What follows belongs to an exercise in optimizing a design on an open flow for small area, a short achievable clock period and few clock cycles per item; a production flow would make more cautious choices.
In this exercise RTL edits were held to simulation tests only and were not proved equivalent to the original.

## nickel
==> flow/design.v (excerpt) <==
module voice_slot_sample_mixer (
  input  logic                clk_i,
  input  logic                rst_ni,
  input  logic                push,
  output logic                full,
  input  logic [1:0]          kind_i,
  input  logic [2:0]          slot_i,
  input  logic [23:0]         wave_length_i,
  input  logic [15:0]         gain_i,
  input  logic                repeat_req_i,
  input  logic signed [15:0]  sample_value_i,
  output logic                empty,
  input  logic                pop,
  output logic [2:0]          slot_out_o,
  output logic                ok_o,
  output logic [23:0]         next_position_o,
  output logic                voice_active_o,
  output logic signed [23:0]  mix_o,
  output logic [3:0]          active_voices_o
);
Size: roughly 3200 cells after synthesis, roughly 850 flip-flops, roughly 42000 sq um of cells after synthesis.
Settings: LEC_CHECK=0, ABC_CLOCK_PERIOD_IN_PS=2000, CAP_MARGIN=20, CORE_MARGIN=2, CORE_UTILIZATION=40, SETUP_SLACK_MARGIN=0.3, SLEW_MARGIN=20; clock period 11.0 ns.
standard.sh (not shown) runs the stock make flow with config.mk's settings and CLKGATE_MAP_FILE= SYNTH_SCRIPT=/design/flow/synth_recipe.tcl, a recipe that flattens the netlist after the stock synthesis.
==> flow/flow/run.sh <==
#!/bin/bash
set -euo pipefail
bash standard.sh SETUP_SLACK_MARGIN=7.5 MATCH_CELL_FOOTPRINT=0 \
  "BUFFER_PORTS_ARGS=-buffer_cell sky130_fd_sc_hd__buf_4" finish > standard.log 2>&1
Testbench counts of nickel, summed over its fixed seeds: cycles 12,032, items 12,000.
[inputs] raven vs nickel
--- a/flow/config.mk
+++ b/flow/config.mk
@@ -7,2 +7,3 @@
 export LEC_CHECK = 0
+export ABC_AREA = 1
 export ABC_CLOCK_PERIOD_IN_PS = 2000
### Flow results
- Looking at non-clock inverter total of the final layout, raven sits above nickel.
- Against nickel, wire length on met2 in raven rose by more than 10%.
- In the reports for raven and nickel, the larger multiplexer share of the synthesized area belongs to nickel.
- raven vs. nickel: setup slack -0.19 ns.
Edits applied to the flow inputs when going from raven to sierra:
==> flow/flow/run.sh <==
#!/bin/bash
set -euo pipefail
bash standard.sh SETUP_SLACK_MARGIN=7.2 MATCH_CELL_FOOTPRINT=0 \
  "BUFFER_PORTS_ARGS=-buffer_cell sky130_fd_sc_hd__buf_4" finish > standard.log 2>&1
--- a/flow/config.mk
+++ b/flow/config.mk
@@ -7,3 +7,2 @@
 export LEC_CHECK = 0
-export ABC_AREA = 1
 export ABC_CLOCK_PERIOD_IN_PS = 2000
==> comparison <==
Min total instance count after detailed placement across raven and sierra: sierra. Diff raven -> sierra | area of the core | down by a few percent. Sort raven and sierra by slew at the pin with the worst max-slew slack, ascending, and raven comes first. The setup slack of sierra is larger than that of raven. The end of the critical path comes out u_back.acc_q[8] in one run and u_back.v_s[11] in the other, namely in sierra and raven respectively. Worst hold slack in sierra is 0.0047 ns higher than in raven. On sierra: cell count is 16% lower than what raven gave. sierra against raven: largest net degree at the start of global routing -8.
--- input diff sierra..ember ---
==> flow/flow/run.sh <==
#!/bin/bash
set -euo pipefail
bash standard.sh SETUP_SLACK_MARGIN=7.5 MATCH_CELL_FOOTPRINT=0 \
  "BUFFER_PORTS_ARGS=-buffer_cell sky130_fd_sc_hd__buf_4" finish > standard.log 2>&1
--- a/flow/config.mk
+++ b/flow/config.mk
@@ -11,2 +11,4 @@
 export CORE_UTILIZATION = 40
+export CTS_CLUSTER_DIAMETER = 70
+export CTS_CLUSTER_SIZE = 25
 export SETUP_SLACK_MARGIN = 0.3
==> comparison <==
Going from sierra to ember, share of the clock period used by the worst path decreased 0.95 points; violation count after the first detailed-route iteration dropped 47. Launch point of the worst path = u_back.v_s[9]: sierra; launch point of the worst path = u_back.m_data[13]: ember.

port drivers added, routing unchanged:
How much do the figures lean on ideal ports? The routed layouts below were timed once more, with nothing changed but the port constraints.
Step 1 assumes that a clkbuf_16 drives the clock port and a buf_2 every other input.
Step 2 also shifts input and output timing later by t, the mid clock arrival at the registers, as if the neighbouring blocks saw the same clock.
Three values: ideal, step 1, step 2; two values: the first two.
| run | shift t [ns] | slack for setup (ns) | hold slack, ns | worst register clock-pin slew, ns |
|---|---|---|---|---|
| nickel | 0.728 | 7.436 / 7.377 / 7.392 | 0.417 / 0.417 / 0.417 | 0.07 / 0.07 |
| raven | 0.720 | 7.251 / 7.251 / 7.077 | 0.412 / 0.412 / 0.412 | 0.07 / 0.07 |
| sierra | 0.727 | 7.279 / 7.279 / 7.279 | 0.417 / 0.417 / 0.417 | 0.07 / 0.07 |
| ember | 0.711 | 7.383 / 7.349 / 7.383 | 0.423 / 0.423 / 0.423 | 0.10 / 0.10 |
After both steps every run listed still meets setup and hold. The setup slack of raven, which loses most, moves by 0.000 ns with the drivers and by -0.174 ns with both steps.
